This is an optimization exercise on Yosys and OpenROAD, whose aim is small area, a short achievable clock period and few clock cycles, not a production implementation. Only simulation tests tie the RTL to the original design; equivalence was not proved. Power is estimated from default activity; no workload was simulated.

==> flow/design.v <==
package vmem_pkg;
  localparam int defaultRegisterSize = 8;
  localparam int defaultVectorSize   = 4;
  localparam int numBanks            = 4;    
  localparam int bankRows            = 64;
  typedef logic [defaultRegisterSize-1:0] lane_t;
  typedef lane_t [defaultVectorSize-1:0]  vec_t;
endpackage
module vmem_bank #(
  parameter int rows  = 64,
  parameter int width = 8
) (
  input  logic             clk,
  input  logic             we,
  input  logic [rows-1:0]  sel,
  input  logic [width-1:0] wdata,
  output logic [width-1:0] rdata
);
  logic [rows-1:0][width-1:0] mem;
  always_ff @(posedge clk) begin
    for (int j = 0; j < rows; j++)
      if (we && sel[j]) mem[j] <= wdata;
  end
  always_comb begin
    rdata = '0;
    for (int j = 0; j < rows; j++)
      rdata = rdata | (mem[j] & {width{sel[j]}});
  end
endmodule
module vec_mem_responder #(
  parameter int registerSize = 8,
  parameter int vectorSize   = 4,
  parameter int addrWidth    = 16,
  parameter int memDepth     = 256
) (
  input  logic                                    clk,
  input  logic                                    rst,
  input  logic                                    req_valid,
  output logic                                    req_ready,
  input  logic                                    req_write,
  input  logic                                    req_vec,
  input  logic [addrWidth-1:0]                    req_addr,
  input  logic [vectorSize-1:0][registerSize-1:0] req_wdata,
  output logic                                    resp_valid,
  input  logic                                    resp_ready,
  output logic [vectorSize-1:0][registerSize-1:0] resp_rdata,
  output logic                                    resp_err
);
  localparam int NB   = vmem_pkg::numBanks;
  localparam int ROWS = vmem_pkg::bankRows;
  localparam int W    = registerSize;
  logic                    req_err;
  logic [1:0]              a0;
  logic [5:0]              r, r1;
  logic [NB-1:0][5:0]      d_row;
  logic [NB-1:0]           d_we;
  logic [NB-1:0]           d_len;
  logic [NB-1:0][W-1:0]    d_wdata;
  assign req_err = (|req_addr[addrWidth-1:8]) ||
                   (req_vec && (req_addr[7:0] > 8'(memDepth - vectorSize)));
  assign a0 = req_addr[1:0];
  assign r  = req_addr[7:2];
  assign r1 = r + 6'd1;
  always_comb begin
    for (int b = 0; b < NB; b++) begin
      d_row[b]   = (2'(b) < a0) ? r1 : r;
      d_we[b]    = req_write && !req_err && (req_vec || (a0 == 2'(b)));
      d_wdata[b] = req_wdata[2'(2'(b) - a0)];
      d_len[b]   = !req_write && !req_err && (req_vec || b == 0);
    end
  end
  logic                    rdy;
  logic                    acc;
  logic                    s1_v;
  logic                    s1_err;
  logic [1:0]              s1_a0;
  logic [NB-1:0]           s1_we;
  logic [NB-1:0]           s1_len;
  logic [NB-1:0][5:0]      s1_row;
  logic [NB-1:0][W-1:0]    s1_wdata;
  assign acc       = req_valid && rdy;
  assign req_ready = rdy;
  logic [NB-1:0][W-1:0]    bank_rdata;
  logic [NB-1:0][ROWS-1:0] sel;
  for (genvar b = 0; b < NB; b++) begin : g_bank
    always_comb begin
      for (int j = 0; j < ROWS; j++) sel[b][j] = (s1_row[b] == 6'(j));
    end
    vmem_bank #(.rows(ROWS), .width(W)) u_bank (
      .clk   (clk),
      .we    (s1_we[b]),
      .sel   (sel[b]),
      .wdata (s1_wdata[b]),
      .rdata (bank_rdata[b])
    );
  end
  logic [vectorSize-1:0][W-1:0] x_rdata;
  always_comb begin
    for (int i = 0; i < vectorSize; i++)
      x_rdata[i] = s1_len[i] ? bank_rdata[2'(s1_a0 + 2'(i))] : '0;
  end
  logic                          m_v, k_v;
  logic                          k_err;
  logic [vectorSize-1:0][W-1:0]  k_rdata;
  logic                          pop, ex;
  logic                          m_v_n, k_v_n, s1_v_n;
  assign pop  = m_v && resp_ready;
  assign ex   = s1_v && !(k_v && !pop);
  assign resp_valid = m_v;
  always_comb begin
    m_v_n  = m_v;
    k_v_n  = k_v;
    if (pop) begin
      m_v_n = k_v;
      k_v_n = 1'b0;
    end
    if (ex) begin
      if (!m_v_n) m_v_n = 1'b1;
      else        k_v_n = 1'b1;
    end
    s1_v_n = acc || (s1_v && !ex);
  end
  always_ff @(posedge clk or posedge rst) begin
    if (rst) begin
      rdy    <= 1'b1;
      s1_v   <= 1'b0;
      s1_we  <= '0;
      m_v    <= 1'b0;
      k_v    <= 1'b0;
    end else begin
      m_v    <= m_v_n;
      k_v    <= k_v_n;
      s1_v   <= s1_v_n;
      rdy    <= !s1_v_n || !(m_v_n && k_v_n);
      if (acc)     s1_we <= d_we;
      else if (ex) s1_we <= '0;
    end
  end
  always_ff @(posedge clk) begin
    if (acc) begin
      s1_err   <= req_err;
      s1_a0    <= a0;
      s1_len   <= d_len;
      s1_row   <= d_row;
      s1_wdata <= d_wdata;
    end
    if (pop && k_v) begin
      resp_rdata <= k_rdata;
      resp_err   <= k_err;
    end else if (ex && (!m_v || pop)) begin
      resp_rdata <= x_rdata;
      resp_err   <= s1_err;
    end
    if (ex && m_v_n && !(!m_v || (pop && !k_v))) begin
      k_rdata <= x_rdata;
      k_err   <= s1_err;
    end
  end
endmodule
==> flow/run.sh <==
#!/bin/bash
# synth_recipe.tcl (not shown) runs the flow's synth.tcl, then flattens the netlist and writes it again
# the make line also repeats each setting of config.mk as NAME=value (left out here)
make -C /OpenROAD-flow-scripts/flow DESIGN_CONFIG=/design/flow/config.mk WORK_HOME=/design/flow/orfs CLKGATE_MAP_FILE= SYNTH_SCRIPT=/design/flow/synth_recipe.tcl finish
==> flow/config.mk <==
export PLATFORM = sky130hd
export DESIGN_NAME = vec_mem_responder
export DESIGN_NICKNAME = vec_mem_responder
export VERILOG_FILES = /design/flow/design.v
export SDC_FILE = /design/flow/constraint.sdc
export NUM_CORES = 4
export LEC_CHECK = 0
export CAP_MARGIN = 20
export CORE_MARGIN = 2
export CORE_UTILIZATION = 40
export SLEW_MARGIN = 20
==> flow/constraint.sdc <==
create_clock -name core_clock -period 6.0 [get_ports {clk}]
set_input_delay 1.2000 -clock core_clock [delete_from_list [all_inputs] [get_ports {clk}]]
set_output_delay 1.2000 -clock core_clock [all_outputs]
set_load 0.01 [all_outputs]
==> flow_summary.toml, run 1 <==
[status]
outcome = "complete, no violations"

[layout]
fin_nets = 6240
multi_input_area_mm2 = 0.0218
sequential_cell_area_mm2 = 0.0655
area_delta_synth_final_pct = 13.9
fillerInstances = 19500
drive_gt1_share_pct = 15.5

[logic_synthesis]
post_synth_num_cell_types = 82
ys.flop_type = "sky130_fd_sc_hd__edfxtp_1"
synth_edf_count = 2175
async_reset_ff_share_pct = 0.366
yosysWarnings = 2
synth_largest_area_cell = "sky130_fd_sc_hd__edfxtp_1"
post_synth_instance_area_mm2 = 0.0889
seq_area_frac_synth_pct = 73.7
post-synth-top-area-fraction_pct = 73.5
ys_ff_latch = 2183
synth_area_leaders = "sky130_fd_sc_hd__edfxtp_1 73%, sky130_fd_sc_hd__nand3_1 8.4%, sky130_fd_sc_hd__nand4_1 2.7%, sky130_fd_sc_hd__mux2_2 2.1%, sky130_fd_sc_hd__nor2_1 1.3%"
post-synth-top-count-cell = "sky130_fd_sc_hd__edfxtp_1"
syn_area_per_cell_um2 = 14.7
synth_common_cells = "2175 x sky130_fd_sc_hd__edfxtp_1, 1498 x sky130_fd_sc_hd__nand3_1, 388 x sky130_fd_sc_hd__nand4_1"
synthCells = 6066

[pwr]
clock_power_share_pct = 36.9
switchingPower_uw = 10100
p_int_uw = 26400
power.share.combinational_pct = 13.7
power_per_cell_area_mw_per_mm2 = 361
worst_ir_drop_vdd_mv = 0.355
seq_power_share_pct = 49.4
total_leakage_power_uw = 0.0317
netSwitchingFraction_pct = 27.7

[timing]
number_of_slew_limit_violations_in_the_final_report = 0
timing.setup.tns_ns = 0
fmax_ghz = 0.203
report.final.hold_viol_count = 0
post-route-period-util_pct = 82.3
rsz0062_at_grt = "false"
postLayoutSetupSlackWorst_ns = 1.06
period_needed_ns = 4.94
timing_worst_slew_pin_value_ns = 1.28
fin_skew_ns = 0.0385
setup_viol_count_final = 0
slew_headroom_pct = 12.8

[cts]
cts_setup_buffers = 0
clock_insertion_delay_worst_skew_ns = 0.87
cts.reportedPaths.clkPinSlew_ns = 0.06
htree_levels = 4
cts_made_buffers = 220
cts-resized-gates = 0
cts_buffer_depth = 3
root_buffer = "sky130_fd_sc_hd__clkbuf_16"
cts_tree = "done"
cts_hold_repair.buffers = 0
clock_sink_count = 2183

[grt]
grt_pass1_wl_mm = 446
first_global_vias = 56700
initial_antenna_violation_count = 7
gr-total-overflow = 0
largest_net_degree_at_the_start_of_global_routing = 105
track_usage_pct = 27.8

[worst_setup_path]
critPathMaxStageDelay_ns = 1.03
critPathBufInv = 1
r2r_end = "resp_rdata[9]"
reg2regPathDepth = 8
worst_setup_path_end_kind = "register"
worst-path-max-fanout = 25
cp_data_required_time_ns = 6.60
startpoint_class = "register"
timing.critical_path.cells = "buf_4 > or4b_2 > nor3_1 > a2111o_1 > nor4_1 > nand4_1 > o221ai_1 > o211ai_1"
cp.arrival_ns = 5.53
cp_top_family = "simple AND/OR/NAND/NOR gates"
timing.reg2reg.setup_slack_ns = 1.06
regToRegStartpoint = "s1_row[21]"
timing.critical_path.slowest_stage_cell = "sky130_fd_sc_hd__nor4_1"
crit_type = "reg -> reg"

[die]
row_count = 173
dieArea_mm2 = 0.226
initial_utilization_pct = 40.1
die_h_um = 475
io-pin-count = 89
die_w_um = 475
fp.coreArea_mm2 = 0.222

[placement]
hpwlAfterDp_mm = 202
routability_congestion = 0.951
preCtsSetupSlack_ns = 1.35
placement.io_buffers = 88

[routing]
wirelength_mm = 320
router_iterations_before_antenna_repair = 7
routed-via-count = 60200
dr.first_iter.drc_count = 10300
wire_per_inst_um = 34.2
detailroute.wirelength.met2_mm = 144
wl_met3_mm = 38.5
drt-met1-wl_mm = 117
viasPerCell = 6.44
detail-route-antenna-nets = 0
highest-signal-layer = "met5"
drc = 0

[hold_path]
holdCritStartpoint = "s1_err"
number_of_cells_on_the_worst_hold_path = 0
worstHoldPathType = "reg -> reg"
hold_path_end = "k_err"

[flow_run]
max_cap_violations = 0
## routing by layer
metal | up-vias | track usage [%]
met5 | - | 0
met4 | 8 | 14.8
met3 | 838 | 6.63
met2 | 4516 | 42.6
met1 | 30400 | 36.7
li1 | 24400 | -
## worst max-delay path by stage
| stage | startpoint | endpoint | slack [ns] | cells after the start |
|---|---|---|---|---|
| after CTS | s1_row[6] | resp_rdata[27] | 1.34 | 8 |
| after floorplan | resp_ready | k_err | 0.95 | 2 |
| after detailed placement | s1_row[6] | resp_rdata[27] | 1.35 | 8 |
| after global placement | s1_row[6] | resp_rdata[27] | 1.35 | 8 |
| after global routing | s1_row[21] | resp_rdata[9] | 1.16 | 8 |
| final | s1_row[21] | resp_rdata[9] | 1.06 | 8 |
## through the flow
| stage | total power, µW | hold slack (ns) | util [%] | cell area (µm²) | instances |
|---|---|---|---|---|---|
| final | 36500 | 0.473 | 45.7 | 101000 | 9351 |
| after floorplan | 20600 | 0.426 | - | 88900 | 6066 |
| after detailed placement | 23300 | 0.452 | 42.5 | 94200 | 8930 |
| after global placement | 23200 | 0.464 | 42.4 | 94100 | 8927 |
| after global routing | 37300 | 0.472 | 45.7 | 101000 | 9350 |
| after CTS | 36500 | 0.466 | 45.6 | 101000 | 9343 |
## cell families (layout without fill, tap and decap cells)
kind of cell             Yosys count  count (layout)  share of synthesized area, %
AO/OA/AOI/OAI                    324             324                          2.76
XOR/XNOR                          15              15                         0.148
AND/OR/NAND/NOR                 2742            2742                          16.7
flip-flops                      2183            2183                          73.7
multiplexers                     276             276                          3.96
buffers and inverters            521             827                          2.65
adder cells (fa/ha/maj)            5               5                        0.0704
other                              0               4                             0
## registers in the layout, indices dropped and copies added (netlist names)
name / cells
k_v: 1
s1_len: 2
rdy: 1
s1_wdata: 32
resp_err: 1
g_bank.u_bank.mem: 2048
s1_a0: 2
s1_v: 1
s1_row: 24
s1_we: 4
resp_rdata: 32
k_rdata: 32
k_err: 1
m_v: 1
s1_err: 1
## placed cells by master (no fill, tap or decap), types with 16 or more instances in the layout
master and count:
sky130_fd_sc_hd__o21ai_0 38, sky130_fd_sc_hd__nor4_1 81, sky130_fd_sc_hd__mux2i_1 64, sky130_fd_sc_hd__a21oi_1 29, sky130_fd_sc_hd__clkbuf_16 226, sky130_fd_sc_hd__buf_4 293
sky130_fd_sc_hd__a32o_1 16, sky130_fd_sc_hd__nor2_1 247, sky130_fd_sc_hd__nor3_1 40, sky130_fd_sc_hd__clkinv_2 40, sky130_fd_sc_hd__o2111ai_1 24, sky130_fd_sc_hd__a22oi_1 31
sky130_fd_sc_hd__o221ai_1 17, sky130_fd_sc_hd__and4b_1 19, sky130_fd_sc_hd__nand4_1 388, sky130_fd_sc_hd__nand2_1 90, sky130_fd_sc_hd__nor4_2 16, sky130_fd_sc_hd__o211ai_1 39
sky130_fd_sc_hd__clkinv_1 61, sky130_fd_sc_hd__and3b_1 29, sky130_fd_sc_hd__and2_1 17, sky130_fd_sc_hd__mux2_2 167, sky130_fd_sc_hd__edfxtp_1 2175, sky130_fd_sc_hd__clkbuf_1 49
sky130_fd_sc_hd__nand3_1 1496, sky130_fd_sc_hd__clkdlybuf4s50_1 86, sky130_fd_sc_hd__nor4bb_4 17, sky130_fd_sc_hd__nor2_2 61, sky130_fd_sc_hd__a32oi_1 26, sky130_fd_sc_hd__a22o_1 16
sky130_fd_sc_hd__inv_1 20, sky130_fd_sc_hd__and3_1 65, sky130_fd_sc_hd__mux4_2 44
## area by class of cell
| class | instances | area share [%] |
|---|---|---|
| clock buffers | 275 | 5.77 |
| repair buffers | 391 | 3.19 |
| multi-input cells | 3362 | 21.5 |
| diodes | 4 | 0.00988 |
| well taps | 2975 | 3.68 |
| flip-flops and latches | 2183 | 64.7 |
| clock inverters | 138 | 1.07 |
| inverters | 23 | 0.0853 |
## power by group through the flow
stage	Combinational (µW)	Sequential, µW	Clock, µW
final	5000	18100	13500
after detailed placement	4890	18400	0
after global routing	5150	18100	14100
after CTS	4890	18100	13500
after floorplan	2200	18400	0
after global placement	4820	18400	0
Testbench counts, summed over its fixed seeds: cycles 8,016.
==> inputs of run 2 (changes only) <==
--- a/flow/design.v
+++ b/flow/design.v
@@ -6,26 +6,33 @@
   typedef logic [defaultRegisterSize-1:0] lane_t;
   typedef lane_t [defaultVectorSize-1:0]  vec_t;
 endpackage
+module vmem_aoi3 (
+  input  logic [2:0] s,
+  input  logic [2:0] d,
+  output logic       yn
+);
+  assign yn = ~((s[0] & d[0]) | (s[1] & d[1]) | (s[2] & d[2]));
+endmodule
 module vmem_bank #(
-  parameter int rows  = 64,
-  parameter int width = 8
+  parameter int rows = 64
 ) (
-  input  logic             clk,
-  input  logic             we,
-  input  logic [rows-1:0]  sel,
-  input  logic [width-1:0] wdata,
-  output logic [width-1:0] rdata
+  input  logic [rows-1:0] sel,
+  input  logic [rows-1:0] d,
+  output logic            y
 );
-  logic [rows-1:0][width-1:0] mem;
-  always_ff @(posedge clk) begin
-    for (int j = 0; j < rows; j++)
-      if (we && sel[j]) mem[j] <= wdata;
+  localparam int G = (rows + 2) / 3;
+  logic [3*G-1:0] s_pad, d_pad;
+  logic [G-1:0]   gn;
+  assign s_pad = (3*G)'(sel);
+  assign d_pad = (3*G)'(d);
+  for (genvar g = 0; g < G; g++) begin : g_grp
+    vmem_aoi3 u_aoi (
+      .s  (s_pad[3*g +: 3]),
+      .d  (d_pad[3*g +: 3]),
+      .yn (gn[g])
+    );
   end
-  always_comb begin
-    rdata = '0;
-    for (int j = 0; j < rows; j++)
-      rdata = rdata | (mem[j] & {width{sel[j]}});
-  end
+  assign y = ~&gn;
 endmodule
 module vec_mem_responder #(
   parameter int registerSize = 8,
@@ -82,17 +89,26 @@
   assign req_ready = rdy;
   logic [NB-1:0][W-1:0]    bank_rdata;
   logic [NB-1:0][ROWS-1:0] sel;
+  logic [NB-1:0][ROWS-1:0][W-1:0] mem;
   for (genvar b = 0; b < NB; b++) begin : g_bank
     always_comb begin
       for (int j = 0; j < ROWS; j++) sel[b][j] = (s1_row[b] == 6'(j));
     end
-    vmem_bank #(.rows(ROWS), .width(W)) u_bank (
-      .clk   (clk),
-      .we    (s1_we[b]),
-      .sel   (sel[b]),
-      .wdata (s1_wdata[b]),
-      .rdata (bank_rdata[b])
-    );
+    always_ff @(posedge clk) begin
+      for (int j = 0; j < ROWS; j++)
+        if (s1_we[b] && sel[b][j]) mem[b][j] <= s1_wdata[b];
+    end
+    for (genvar k = 0; k < W; k++) begin : g_bit
+      logic [ROWS-1:0] col;
+      for (genvar j = 0; j < ROWS; j++) begin : g_row
+        assign col[j] = mem[b][j][k];
+      end
+      vmem_bank #(.rows(ROWS)) u_rd (
+        .sel (sel[b]),
+        .d   (col),
+        .y   (bank_rdata[b][k])
+      );
+    end
   end
   logic [vectorSize-1:0][W-1:0] x_rdata;
   always_comb begin
--- a/flow/config.mk
+++ b/flow/config.mk
@@ -7,5 +7,7 @@
 export LEC_CHECK = 0
 export CAP_MARGIN = 20
 export CORE_MARGIN = 2
-export CORE_UTILIZATION = 40
+export CORE_UTILIZATION = 55
+export SETUP_SLACK_MARGIN = 3.0
 export SLEW_MARGIN = 20
+export SYNTH_HIERARCHICAL = 1
==> flow_summary.toml, run 2 <==
[status]
outcome = "complete, no violations"

[logic_synthesis]
ys.flop_type = "sky130_fd_sc_hd__edfxtp_1"
ys_ff_latch = 2183
yosysWarnings = 7
post_synth_instance_area_mm2 = 0.0793
seq_area_frac_synth_pct = 82.6
synthCells = 4067
synth_largest_area_cell = "sky130_fd_sc_hd__edfxtp_1"
synth_area_leaders = "sky130_fd_sc_hd__edfxtp_1 82%, sky130_fd_sc_hd__a222oi_1 8.9%, sky130_fd_sc_hd__nor2_1 2.5%, sky130_fd_sc_hd__nand4_1 1.3%, sky130_fd_sc_hd__mux4_2 0.91%"
post-synth-top-area-fraction_pct = 82.4
synth_common_cells = "2175 x sky130_fd_sc_hd__edfxtp_1, 704 x sky130_fd_sc_hd__a222oi_1, 526 x sky130_fd_sc_hd__nor2_1"
syn_area_per_cell_um2 = 19.5
post-synth-top-count-cell = "sky130_fd_sc_hd__edfxtp_1"
synth_edf_count = 2175
async_reset_ff_share_pct = 0.366
post_synth_num_cell_types = 41

[pwr]
worst_ir_drop_vdd_mv = 0.290
power_per_cell_area_mw_per_mm2 = 372
clock_power_share_pct = 37.9
seq_power_share_pct = 51.7
power.share.combinational_pct = 10.4
total_leakage_power_uw = 0.0289
switchingPower_uw = 8300
p_int_uw = 26300
netSwitchingFraction_pct = 24.0

[cts]
cts_buffer_depth = 3
cts_made_buffers = 210
root_buffer = "sky130_fd_sc_hd__clkbuf_16"
clock_sink_count = 2183
cts_hold_repair.buffers = 0
clock_insertion_delay_worst_skew_ns = 0.84
htree_levels = 4
cts.reportedPaths.clkPinSlew_ns = 0.06
cts_tree = "done"

[layout]
largest_reg_flops = 2048
drive_gt1_share_pct = 18.0
layout.cells.most_common = "sky130_fd_sc_hd__edfxtp_1"
max_flop_register = "mem"
area_delta_synth_final_pct = 17.5
commonest_cells_after_routing_fill_and_taps_aside = "2175 x sky130_fd_sc_hd__edfxtp_1, 704 x sky130_fd_sc_hd__a222oi_1, 440 x sky130_fd_sc_hd__nor2_1, 225 x sky130_fd_sc_hd__buf_4, 215 x sky130_fd_sc_hd__clkbuf_16"
fin_nets = 4712
layoutNonFillerInstCount = 6737

[routing]
dr.first_iter.drc_count = 8527
wirelength_mm = 209
routed-via-count = 45600
router_iterations_before_antenna_repair = 12
viasPerCell = 6.77
detail-route-antenna-nets = 0
wire_per_inst_um = 31.1
drc = 0

[die]
dieArea_mm2 = 0.147
io-pin-count = 89
initial_utilization_pct = 55.3
row_count = 139
die_w_um = 384
die_h_um = 384
fp.coreArea_mm2 = 0.143

[grt]
initial_antenna_violation_count = 12
gr-total-overflow = 0
grt_pass1_wl_mm = 302
largest_net_degree_at_the_start_of_global_routing = 65
first_global_vias = 44000
track_usage_pct = 28.1

[worst_setup_path]
worst_setup_path_endpoint = "resp_rdata[12]"
worst_setup_path_end_kind = "register"
startpoint_class = "register"
regToRegStartpoint = "s1_row[22]"
timing.reg2reg.setup_slack_ns = 2.26
crit_type = "reg -> reg"
startpoint = "s1_row[22]"
r2r_end = "resp_rdata[12]"
cp.arrival_ns = 4.30
reg2regPathDepth = 12
worst-path-max-fanout = 6
cp_data_required_time_ns = 6.57

[timing]
report.final.hold_viol_count = 0
post-route-period-util_pct = 62.3
setup_viol_count_final = 0
timing_worst_slew_pin_value_ns = 1.15
fin_skew_ns = 0.0263
period_needed_ns = 3.74
fmax_ghz = 0.267
slew_headroom_pct = 23.5
rsz0062_at_grt = "true"
number_of_slew_limit_violations_in_the_final_report = 0
timing.setup.tns_ns = 0

[placement]
routability_congestion = 0.900
numPlacedInstances = 6139
placement.io_buffers = 88
hpwlAfterDp_mm = 129

[flow_run]
max_cap_violations = 0

[hold_path]
worstHoldPathType = "reg -> reg"
==> run 2: changes by cell type after synthesis, sizes merged, moves of 39 or more <==
| cell | previous run | this run |
|---|---|---|
| o21ai | 44 | 2 |
| clkbuf | 225 | 34 |
| nor3 | 42 | 0 |
| nand4 | 388 | 166 |
| mux2 | 168 | 36 |
| a222oi | 1 | 704 |
| nor4 | 97 | 35 |
| nand3 | 1501 | 29 |
| o211ai | 39 | 0 |
| buf | 273 | 45 |
| and3 | 65 | 4 |
| nor2 | 313 | 526 |
==> run 2: worst min-delay path by stage <==
stage | from | endpoint | slack (ns) | depth (start not counted)
2_1_floorplan | s1_err | k_err | 0.42 | 0
4_1_cts | s1_err | k_err | 0.46 | 0
5_1_grt | s1_err | k_err | 0.47 | 0
3_5_place_dp | s1_err | k_err | 0.45 | 0
3_3_place_gp | s1_err | k_err | 0.43 | 0
6_report | s1_err | k_err | 0.46 | 0
==> run 2: cell families after synthesis <==
| logic type | share of synthesized area, % |
|---|---|
| adders and majority gates | 0.0789 |
| AOI/OAI and AO/OA | 9.27 |
| muxes | 1.82 |
| DFF | 82.6 |
| and+or+nand+nor | 5.32 |
| other | 0.152 |
| buffers and inverters | 0.554 |
| xor gates and xnor gates | 0.166 |
==> run 2: layer usage <==
layer	vias up	share of wire (%)	GRT usage (%)
met5	-	0.0062	0
met4	2	2.8	8.02
met3	322	9.9	5.06
met2	2565	47	43.1
met1	23400	41	41.9
li1	19300	-	-
==> run 2: per-stage QoR <==
stage               instance area (µm²)  util (%)  total power, µW  hold slack, ns  worst slack, ns
CTS                               92700      64.7            34700           0.462             2.34
finish                            93200      65.0            34600           0.460             2.26
global route                      93200      65.0            35500           0.474             2.22
detailed placement                83000      57.9            21200           0.448             1.19
floorplan                         79700         -            19500           0.422             3.01
global placement                  83000      57.9            21200           0.431             1.21
==> run 2: power groups by stage <==
stage          clock network [µW]  logic (µW)  registers [µW]
4_1_cts                     13300        3490           17900
2_1_floorplan                   0        1090           18400
6_report                    13100        3610           17900
3_5_place_dp                    0        3000           18200
5_1_grt                     13900        3770           17900
3_3_place_gp                    0        2960           18200
==> run 2: layout make-up <==
cell class | instances | area, µm²
diodes | 3 | 7.51
clock buffers | 259 | 5550
clock inverters | 131 | 1300
fillers | 9754 | 50100
inverters | 5 | 18.8
multi-input cells | 1897 | 15300
flip-flops and latches | 2183 | 65500
well taps | 1903 | 2380
repair buffers | 356 | 3070
==> run 2: what timing repair did <==
| item | CTS | global route |
|---|---|---|
| setup buffers | 180 | 24 |
| gates resized for setup | 372 | 57 |
| pin swaps | 192 | 111 |
| endpoints found under the setup margin | 100 | 64 |
| gates cloned | 1 | 0 |
==> run 2: worst max-delay path: stages (launching register included) <==
cell and delay (ns):
sky130_fd_sc_hd__edfxtp_1 0.43, sky130_fd_sc_hd__or2_4 0.24, sky130_fd_sc_hd__buf_4 0.14, sky130_fd_sc_hd__nor2_4 0.05, sky130_fd_sc_hd__buf_6 0.13, sky130_fd_sc_hd__a222oi_1 0.58, sky130_fd_sc_hd__nand4_1 0.40, sky130_fd_sc_hd__nor4_4 0.51
sky130_fd_sc_hd__nand4_1 0.18, sky130_fd_sc_hd__buf_6 0.17, sky130_fd_sc_hd__mux2i_4 0.19, sky130_fd_sc_hd__o22ai_2 0.12, sky130_fd_sc_hd__mux2_4 0.32
==> run 2: per-module statistics from Yosys, one instance, submodules excluded, excerpt <==
module | copies in the design | flip-flops and latches | cells
vec_mem_responder | 1 | 2183 | 3107
vmem_aoi3 | 704 | 0 | 1
Testbench counts of run 2, summed over its fixed seeds: cycles 8,016.

afterwards: timing with drivers on the ports:
Ports are ideal in the flow. The routed layouts listed here were re-timed in OpenROAD. Step 1, drivers: a clkbuf_16 drives clk and a buf_2 each remaining input, both assumed. Step 2 times the ports against the registers' clock, not the clock port: input delays grow and output delays shrink by t, the midpoint of the rising clock arrivals with the driver on. Three values: ideal, step 1, step 2; two values: the first two.
run	t (ns)	setup slack, ns	worst hold slack (ns)	worst setup path at the end	clock arrival spread, ns
run 1	0.953	1.064 / 1.064 / 1.064	0.473 / 0.473 / 0.473	register to register	0.041 / 0.040
run 2	0.908	2.261 / 2.261 / 2.117	0.460 / 0.460 / 0.460	input to register	0.030 / 0.030
After both steps setup and hold are still met in every run listed. The setup slack of run 2, which loses most, moves by 0.000 ns with the drivers and by -0.144 ns with both steps.
